Background: an optimization exercise with open tools, aiming at small area and a short achievable clock period. Do not read the settings as production practice. Only simulation tests tie the RTL to the original design; equivalence was not proved. Power and IR drop assume default switching activity.

==> flow/design.v, too long to show whole: its modules and the start of the top module <==
// module ycc_sat: 6 lines
// module ycc_ch0: 643 lines
// module ycc_ch1: 420 lines
// module ycc_ch2: 379 lines
// module ycc_ha: 4 lines
// module ycc_fa: 4 lines
// module ycbcr_rgb_color_convert: 82 lines
module ycbcr_rgb_color_convert
(
	input  logic                  clk,
	input  logic                  arst_n,
	input  logic                  start,
	output logic                  busy,
	input  logic [COMP_W-1:0]     comp0,
	input  logic [COMP_W-1:0]     comp1,
	input  logic [COMP_W-1:0]     comp2,
	input  logic                  frame_end,
	output logic                  done,
	output logic [COMP_W-1:0]     out0,
	output logic [COMP_W-1:0]     out1,
	output logic [COMP_W-1:0]     out2,
	output logic                  last_pixel,
	input  logic                  cfg_wr_en,
	input  logic [CFG_IDX_W-1:0]  cfg_index,
	input  logic [CFG_DATA_W-1:0] cfg_data
);
  // ...
==> flow/run.sh <==
#!/bin/bash
# synth_recipe.tcl (not shown) runs the flow's synth.tcl, then flattens the netlist and writes it again
# the make line also repeats each setting of config.mk as NAME=value (left out here)
make -C /OpenROAD-flow-scripts/flow DESIGN_CONFIG=/design/flow/config.mk WORK_HOME=/design/flow/orfs CLKGATE_MAP_FILE= SYNTH_SCRIPT=/design/flow/synth_recipe.tcl finish
==> flow/config.mk <==
export PLATFORM = sky130hd
export DESIGN_NAME = ycbcr_rgb_color_convert
export DESIGN_NICKNAME = ycbcr_rgb_color_convert
export VERILOG_FILES = /design/flow/design.v
export SDC_FILE = /design/flow/constraint.sdc
export NUM_CORES = 4
export LEC_CHECK = 0
export CAP_MARGIN = 20
export CORE_MARGIN = 2
export CORE_UTILIZATION = 40
export SETUP_SLACK_MARGIN = 3.8
export SLEW_MARGIN = 20
export SYNTH_HIERARCHICAL = 1
==> flow/constraint.sdc <==
create_clock -name core_clock -period 6.5 [get_ports {clk}]
set_input_delay 1.3000 -clock core_clock [delete_from_list [all_inputs] [get_ports {clk}]]
set_output_delay 1.3000 -clock core_clock [all_outputs]
set_load 0.01 [all_outputs]
==> results.py, run 1 <==
metrics = {
    "run_status": {
        "status": "finished clean",
    },
    "power": {
        "power.density_nw_per_um2": 606.9,
        "intPower_w": 0.005260,
        "comb_power_w": 0.00662,
        "seq-power_w": 0.00189,
    },
    "place": {
        "place_congestion": 0.8968,
        "dp_slack_ns": 2.852,
        "dpl.hpwl_um": 24240,
    },
    "synth": {
        "synth_area_per_cell_um2": 10.60,
        "synth_top_family_by_area": "adder cells",
        "ys_types": 78,
        "synth_nets": 1521,
    },
    "die": {
        "std_cell_rows": 65,
        "pin_count": 67,
    },
    "sta": {
        "hold-worst-slack_ns": 0.3321,
        "max_slew_margin": 0.4063,
        "grt_setup_unrepaired": "yes",
        "finalClockSkew_ns": 0.01380,
    },
    "global_route": {
        "first_global_vias": 9410,
        "grt-busiest-layer": "met2",
        "use_met2": 0.3307,
        "use_met3": 0.03028,
    },
    "critical_path": {
        "cpLargestDelayFamily": "adder cells",
        "worstPathCellList": "buf_6, buf_12, a21o_1, fa_2, fa_2, fa_1, fa_2",
        "slowest_delay_ns": 0.55,
        "r2r-end": "u_ch0.a_q[7]",
        "start_kind": "flip-flop",
        "rr_startpoint": "u_ch0.dir",
    },
    "cells_and_area": {
        "multi_input_area_um2": 9590,
        "clock_buffers": 17,
        "finalNonFillerCells": 1718,
        "clock_area_frac": 0.04063,
        "multi_input_cells": 922,
    },
    "clock_tree": {
        "path_clk_slew_ns": 0.08,
        "cts_tree": "built",
        "post_cts_buffers": 35,
    },
    "drt": {
        "routed_wl_um": 32510,
        "drt_iter0_drc": 805,
        "vias": 9089,
    },
    "worst_hold_path": {
        "hold_start": "l1",
    },
}
==> run 2, diff against run 1 <==
--- a/flow/config.mk
+++ b/flow/config.mk
@@ -8,6 +8,6 @@
 export CAP_MARGIN = 20
 export CORE_MARGIN = 2
 export CORE_UTILIZATION = 40
-export SETUP_SLACK_MARGIN = 3.8
+export SETUP_SLACK_MARGIN = 3.5
 export SLEW_MARGIN = 20
 export SYNTH_HIERARCHICAL = 1
==> run 2 against run 1 <==
Effect of this change: global-route usage shrank 0.31 points; critical path type is now input pin to flip-flop; clock-buffer cell count stayed put; synthesized cell count did not move; sequential power is essentially flat; non-clock buffer count is 37 lower; highest routed layer unchanged; final cell count is 2.3% lower.
==> results.py, run 2 <==
metrics = {
    "cells_and_area": {
        "areaGrowthSynthToFinish_pct": 16.75,
        "layout_commonest_cell": "fa_1",
        "nNetsFinal": 1589,
        "mostFrequentLayoutCells": "fa_1 (169), dfxtp_1 (134), ha_1 (106)",
        "top_regs": "u_ch0.a_q (19), u_ch0.b_q (19)",
        "postLayoutCellArea_um2": 14790,
        "fillers": 2899,
        "antenna_cells": 0,
        "drive_gt1_frac": 0.1497,
    },
    "place": {
        "numPortBuffers": 65,
        "place_congestion": 0.9069,
        "dpl.hpwl_um": 24620,
        "place_area_um2": 13690,
    },
    "global_route": {
        "first_global_vias": 9287,
        "grt_usage": 0.2009,
        "grt_overflow": 0,
        "antenna_found_initial": 0,
        "grt_pass1_wl_um": 50970,
        "grt_max_degree": 36,
    },
    "critical_path": {
        "path_buf_inv": 2,
        "worstPathCellList": "clkdlybuf4s50_1, inv_1, ha_1, nor2b_1, o21ai_2, a21boi_2, o21a_1, or3_1, a31o_2",
        "cp.arrival_ns": 3.31,
        "critPathMaxFanout": 4,
        "start_kind": "input pin",
        "cpLargestDelayFamily": "compound AO/OA/AOI/OAI gates",
        "cp.depth": 9,
        "criticalPathCategory": "input pin to flip-flop",
        "cp-startpoint": "comp1[2]",
        "cp.required_ns": 6.84,
        "ff2ff_path_depth": 12,
        "timing.reg2reg.setup_slack_ns": 3.55,
        "crit_path_top_delay_cell": "clkdlybuf4s50_1",
        "r2r-end": "u_ch2.c_q",
        "slowest_delay_ns": 0.45,
        "end_kind": "flip-flop",
        "rr_startpoint": "u_ch2.dir",
        "crit_path_end": "x1_1[6]",
    },
    "die": {
        "dieArea_um2": 33100,
        "start_util": 0.4035,
        "die_width_um": 181.9,
        "core-area_um2": 31390,
        "fp.dieH_um": 181.9,
        "std_cell_rows": 65,
        "pin_count": 67,
    },
    "drt": {
        "vias": 8779,
        "drt_iter0_drc": 556,
        "drc": 0,
        "vias_per_cell": 5.232,
        "ant_nets": 0,
        "avgRoutedWirePerCell_um": 18.81,
        "firstDrtPassIters": 4,
        "routed_wl_um": 31560,
    },
    "run": {
        "maxCapViolCount": 0,
    },
    "clock_tree": {
        "cts_hold_buf": 0,
        "clockBufferDepth": 2,
        "clk_latency_ns": 0.44,
        "cts_buffers": 17,
        "cts_tree": "built",
        "path_clk_slew_ns": 0.08,
        "htree_levels": 4,
        "cts_root_buffer": "clkbuf_16",
        "clock_sinks": 167,
    },
    "worst_hold_path": {
        "holdPathStages": 0,
        "min_path_type": "flip-flop to flip-flop",
    },
    "power": {
        "vdd_drop_max_mv": 0.2803,
        "power.density_nw_per_um2": 606.3,
        "power.leakage_nw": 6.499,
    },
    "synth": {
        "synth_warnings": 12,
        "netlist_instances": 1195,
        "synth_top_area_cell": "fa_1",
        "synth_nets": 1521,
        "ys_types": 78,
        "ys_seq_area_frac": 0.2695,
        "synthTopCellsByArea": "fa_1 (27%), dfxtp_1 (24%), ha_1 (11%), nand2_1 (3.1%), a21o_1 (3.0%)",
        "synth_top_area_frac": 0.2719,
        "synth.most_common_cell": "fa_1",
        "synth_ff_type": "dfxtp_1",
        "synth-seq-cells": 167,
        "synth_area_per_cell_um2": 10.60,
        "synth_edf_count": 0,
        "synthesis.area_um2": 12670,
        "async_flop_share": 0.08383,
        "yosys-top-cells-count": "fa_1 (172), dfxtp_1 (153), ha_1 (114)",
    },
    "sta": {
        "setup-tns-final_ns": 0,
        "hold-worst-slack_ns": 0.3349,
        "finalCriticalPeriod_ns": 2.972,
        "setup_viol": 0,
        "max_freq_mhz": 336.5,
        "finalClockSkew_ns": 0.01186,
        "fin_crit_sh": 0.4572,
        "hold_viol_final": 0,
        "final_max_slew_viol_count": 0,
        "grt_setup_unrepaired": "yes",
        "tightest_slew_ns": 0.8399,
        "max_slew_margin": 0.4395,
    },
    "run_status": {
        "status": "finished clean",
    },
}
-- run 2: cell type report --
class / instances / area, µm² / share of cell area
Tap cell: 402 / 503.0 / 0.03401
Sequential cell: 167 / 3465 / 0.2343
Multi-Input combinational cell: 922 / 8997 / 0.6084
Clock buffer: 17 / 425.4 / 0.02877
Timing Repair Buffer: 86 / 927.1 / 0.06270
Clock inverter: 15 / 186.4 / 0.01261
Inverter: 69 / 284.0 / 0.01921
-- run 2: how the worst min path moves through the flow --
| stage | startpoint | endpoint |
|---|---|---|
| floorplan | d1 | d2 |
| global placement | l1 | l2 |
| detailed placement | l1 | l2 |
| CTS | l1 | l2 |
| global route | l2 | last_pixel |
| finish | l1 | l2 |
-- run 2: kinds of logic (layout without fill, tap and decap cells) --
logic type / after synthesis / in the layout / synth area share
adder cells (fa/ha/maj): 290 / 290 / 0.3878
AND/OR/NAND/NOR: 285 / 285 / 0.1044
AO/OA/AOI/OAI: 265 / 265 / 0.1392
flip-flops: 167 / 167 / 0.2695
buffers and inverters: 106 / 187 / 0.03556
multiplexers: 43 / 43 / 0.03694
XOR/XNOR: 38 / 38 / 0.02628
other: 1 / 1 / 0.0002961
-- run 2: modules after synthesis (local to each module, per instance) --
module                   cell area (µm²)  cells inside  copies in the design  flip-flops and latches
ycbcr_rgb_color_convert             3307           317                     1                      71
ycc_ch0                             2130           268                     1                      40
ycc_ch1                             1750           213                     1                      28
ycc_ch2                             1435           165                     1                      28
ycc_sat                            82.58            10                     3                       0
ycc_fa                             20.02             1                   169                       0
ycc_ha                             12.51             1                    33                       0
-- run 2: repair_timing --
| action | in CTS | in global routing |
|---|---|---|
| setup buffers | 10 | 5 |
| resized for setup | 58 | 39 |
| cloned | 2 | 0 |
| endpoints found under the setup margin | 52 | 30 |
| pin swaps | 5 | 8 |
-- run 2: per-stage QoR --
stage                     total power (W)  instances    util  setup slack [ns]
after floorplan                  0.006252       1195       -             3.493
after global placement           0.007759       1629  0.4361             1.851
after detailed placement         0.007872       1629  0.4361             1.839
after CTS                        0.009032       1673  0.4651             3.502
after global routing             0.009908       1678  0.4711             3.418
final                            0.008966       1678  0.4711             3.528
-- run 2: worst register-to-register path, stage by stage, from the launching register on --
cell	delay [ns]
dfxtp_4	0.38
buf_12	0.15
inv_12	0.07
nand2_2	0.10
and2_4	0.18
inv_1	0.05
fa_1	0.49
fa_1	0.44
and2_1	0.20
a221oi_2	0.18
nor3_1	0.09
maj3_1	0.37
o2bb2ai_1	0.13
-- run 2: where the power goes --
part	total (W)	internal [W]	switching, W
sequential	0.00187	0.00159	0.000280
clock	0.00102	0.000521	0.000503
combinational	0.00607	0.00280	0.00328
total	0.00897	0.00491	0.00406
-- run 2: per-layer routing --
metal	vias up	GRT usage	routed length (µm)
met4	0	0.06710	621
met5	-	0	0
met3	42	0.02587	1411
li1	4206	-	-
met2	242	0.3208	14370
met1	4289	0.2834	15150
==> run 3, diff against run 2 <==
--- a/flow/config.mk
+++ b/flow/config.mk
@@ -8,6 +8,7 @@
 export CAP_MARGIN = 20
 export CORE_MARGIN = 2
 export CORE_UTILIZATION = 40
+export CTS_BUF_LIST = sky130_fd_sc_hd__clkbuf_4 sky130_fd_sc_hd__clkbuf_8
 export SETUP_SLACK_MARGIN = 3.5
 export SLEW_MARGIN = 20
 export SYNTH_HIERARCHICAL = 1
==> run 3 against run 2 <==
Effect of this change: synthesized cell count unchanged; critical path type is now flip-flop to flip-flop; hold slack better by 0.0086 ns; maximum frequency up 0.70%; sequential power about the same.
==> results.py, run 3 <==
metrics = {
    "cells_and_area": {
        "drive_gt1_frac": 0.1475,
        "layout_commonest_cell": "fa_1",
        "top_regs": "u_ch0.a_q (19), u_ch0.b_q (19)",
        "areaGrowthSynthToFinish_pct": 15.57,
        "utilization": 0.4663,
        "antenna_cells": 0,
        "nNetsFinal": 1594,
        "fillers": 2929,
        "mostFrequentLayoutCells": "fa_1 (169), dfxtp_1 (134), ha_1 (111)",
    },
    "die": {
        "die_width_um": 181.9,
        "std_cell_rows": 65,
        "fp.dieH_um": 181.9,
        "pin_count": 67,
        "start_util": 0.4035,
        "dieArea_um2": 33100,
        "core-area_um2": 31390,
    },
    "power": {
        "switching_power_w": 0.004055,
        "power.share.sequential": 0.213,
        "vdd_drop_max_mv": 0.2736,
        "power.leakage_nw": 6.455,
        "share_comb_of_total_power": 0.699,
        "intPower_w": 0.004709,
        "swShare": 0.4627,
        "power.density_nw_per_um2": 598.7,
        "clock_power_share": 0.088,
    },
    "clock_tree": {
        "path_clk_slew_ns": 0.11,
        "clock_sinks": 167,
        "clk_latency_ns": 0.48,
        "cts_root_buffer": "clkbuf_8",
        "cts_hold_buf": 0,
        "htree_levels": 4,
        "clockBufferDepth": 2,
        "cts_buffers": 17,
        "cts_tree": "built",
    },
    "drt": {
        "routed_wl_um": 31770,
        "drt_iter0_drc": 576,
        "vias_per_cell": 5.244,
        "drc": 0,
        "ant_nets": 0,
        "avgRoutedWirePerCell_um": 18.88,
        "vias": 8825,
        "firstDrtPassIters": 5,
    },
    "synth": {
        "synth_edf_count": 0,
        "ys_types": 78,
        "async_flop_share": 0.08383,
        "netlist_instances": 1195,
        "synth-seq-cells": 167,
        "synth_area_per_cell_um2": 10.60,
        "synthesis.area_um2": 12670,
        "synthTopCellsByArea": "fa_1 (27%), dfxtp_1 (24%), ha_1 (11%), nand2_1 (3.1%), a21o_1 (3.0%)",
        "synth_warnings": 12,
        "synth_top_area_frac": 0.2719,
        "ys_seq_area_frac": 0.2695,
        "synth_top_area_cell": "fa_1",
        "synth_nets": 1521,
        "synth.most_common_cell": "fa_1",
        "synth_ff_type": "dfxtp_1",
        "yosys-top-cells-count": "fa_1 (172), dfxtp_1 (153), ha_1 (114)",
    },
    "place": {
        "place_congestion": 0.9069,
        "numPortBuffers": 65,
        "dpl.hpwl_um": 24620,
    },
    "sta": {
        "fin_crit_sh": 0.4541,
        "max_freq_mhz": 338.8,
        "max_slew_margin": 0.4305,
        "final_max_slew_viol_count": 0,
        "setup_viol": 0,
        "finalClockSkew_ns": 0.01599,
        "hold_viol_final": 0,
        "finalCriticalPeriod_ns": 2.951,
        "tightest_slew_ns": 0.8534,
        "grt_setup_unrepaired": "yes",
        "setup-tns-final_ns": 0,
    },
    "global_route": {
        "antenna_found_initial": 1,
        "grt_usage": 0.2000,
        "grt_pass1_wl_um": 50830,
        "first_global_vias": 9240,
        "grt_max_degree": 36,
        "grt_overflow": 0,
    },
    "critical_path": {
        "slowest_delay_ns": 0.53,
        "cp.required_ns": 6.86,
        "critPathMaxFanout": 6,
        "crit_path_top_delay_cell": "fa_1",
        "criticalPathCategory": "flip-flop to flip-flop",
        "worstPathCellList": "buf_2, nor2b_2, or2_2, fa_1, fa_1, fa_1, fa_1",
        "cp.arrival_ns": 3.32,
        "start_kind": "flip-flop",
        "end_kind": "flip-flop",
        "path_common_cell": "fa_1",
    },
    "run": {
        "maxCapViolCount": 0,
    },
    "run_status": {
        "status": "finished clean",
    },
    "worst_hold_path": {
        "min_path_type": "flip-flop to flip-flop",
    },
}
-- run 3: power by group through the flow --
stage	logic (W)	registers [W]	clock network, W
finish	0.00613	0.00187	0.000769
global route	0.00693	0.00191	0.000829
CTS	0.00610	0.00187	0.000791
detailed placement	0.00596	0.00191	0
global placement	0.00585	0.00191	0
floorplan	0.00444	0.00181	0
-- run 3: area by class of cell --
| cell class | instances | area (µm²) | share of cell area |
|---|---|---|---|
| sequential | 167 | 3467 | 0.2369 |
| clock inverter | 15 | 186.4 | 0.01274 |
| timing repair buffer | 91 | 978.4 | 0.06684 |
| clock buffer | 17 | 234.0 | 0.01598 |
| multi-input combinational | 922 | 8981 | 0.6136 |
| inverter | 69 | 287.8 | 0.01966 |
| tap | 402 | 503.0 | 0.03436 |
-- run 3: per-module statistics from Yosys (local to each module, per instance) --
module | times used | area, µm²
ycc_ch0 | 1 | 2130
ycc_ch1 | 1 | 1750
ycbcr_rgb_color_convert | 1 | 3307
ycc_ha | 33 | 12.51
ycc_ch2 | 1 | 1435
ycc_fa | 169 | 20.02
ycc_sat | 3 | 82.58
-- run 3: path summary, 6_finish.rpt --
check	startpoint	end	slack, ns	depth (start not counted)
min in group asynchronous	arst_n	ofs_q[7]	1.19	1
setup / recovery	u_ch0.dir	u_ch0.a_q[11]	3.55	7
setup reg to reg	u_ch0.dir	u_ch0.a_q[11]	3.55	7
hold / removal	l1	l2	0.34	0
hold reg to reg	l1	l2	0.34	0
max in group asynchronous	arst_n	ofs_q[0]	4.89	1
-- run 3: routing by layer --
layer	part of all wire	GRT usage	routed length (µm)
met5	0.00041	0	13
met4	0.023	0.06806	718
met3	0.051	0.02768	1628
met2	0.45	0.3182	14260
met1	0.48	0.2815	15150
-- run 3: critical path: cells and delay by family (launching register included) --
| kind | cells | cell delay [ns] |
|---|---|---|
| flops | 1 | 0.43 |
| buf+inv | 1 | 0.22 |
| simple gates | 2 | 0.41 |
| fa+ha+maj | 4 | 1.79 |
-- run 3: metrics by stage --
step | cell area, µm² | cells | total power, W | setup slack [ns] | hold WS, ns
final | 14640 | 1683 | 0.008764 | 3.549 | 0.3435
after global routing | 14640 | 1683 | 0.009674 | 3.485 | 0.3528
after CTS | 14410 | 1674 | 0.008767 | 3.456 | 0.3479
after detailed placement | 13690 | 1629 | 0.007872 | 1.839 | 0.3157
after global placement | 13690 | 1629 | 0.007759 | 1.851 | 0.3184
after floorplan | 12730 | 1195 | 0.006252 | 3.493 | 0.3096
-- run 3: cell families (layout without fill, tap and decap cells) --
family          after synthesis  count (layout)  share of synthesized area
compound gates              265             265                     0.1392
mux                          43              43                    0.03694
xor+xnor                     38              38                    0.02628
flops                       167             167                     0.2695
simple gates                285             285                     0.1044
fa+ha+maj                   290             290                     0.3878
buf+inv                     106             192                    0.03556
other cells                   1               1                  0.0002961
-- run 3: what timing repair did --
| action | 4_1_cts | 5_1_grt |
|---|---|---|
| pin swaps | 1 | 9 |
| resized for setup | 53 | 38 |
| gates cloned | 2 | 0 |
| endpoints found under the setup margin | 51 | 39 |
| setup buffers | 11 | 9 |
| hold endpoints to repair | 0 | 0 |

-- port drivers added, routing unchanged --
How much do the figures lean on ideal ports? The routed layouts below were timed once more, with nothing changed but the port constraints. Step 1 sets driving cells, clkbuf_16 on the clock port and buf_2 on the other inputs (assumed; they add their load-dependent delay and slew). Step 2 times the ports against the registers' clock, not the clock port: input delays grow and output delays shrink by t, the midpoint of the rising clock arrivals with the driver on. Three values: ideal, step 1, step 2; two values: the first two.
run | t, ns | slack for setup (ns) | worst setup path at the end
run 1 | 0.491 | 3.687 / 3.687 / 3.309 | input to register
run 2 | 0.484 | 3.528 / 3.551 / 3.072 | input to register
run 3 | 0.519 | 3.549 / 3.549 / 3.062 | input to register
After both steps setup and hold are still met in every run listed. The setup slack of run 3, which loses most, moves by 0.000 ns with the drivers and by -0.487 ns with both steps.
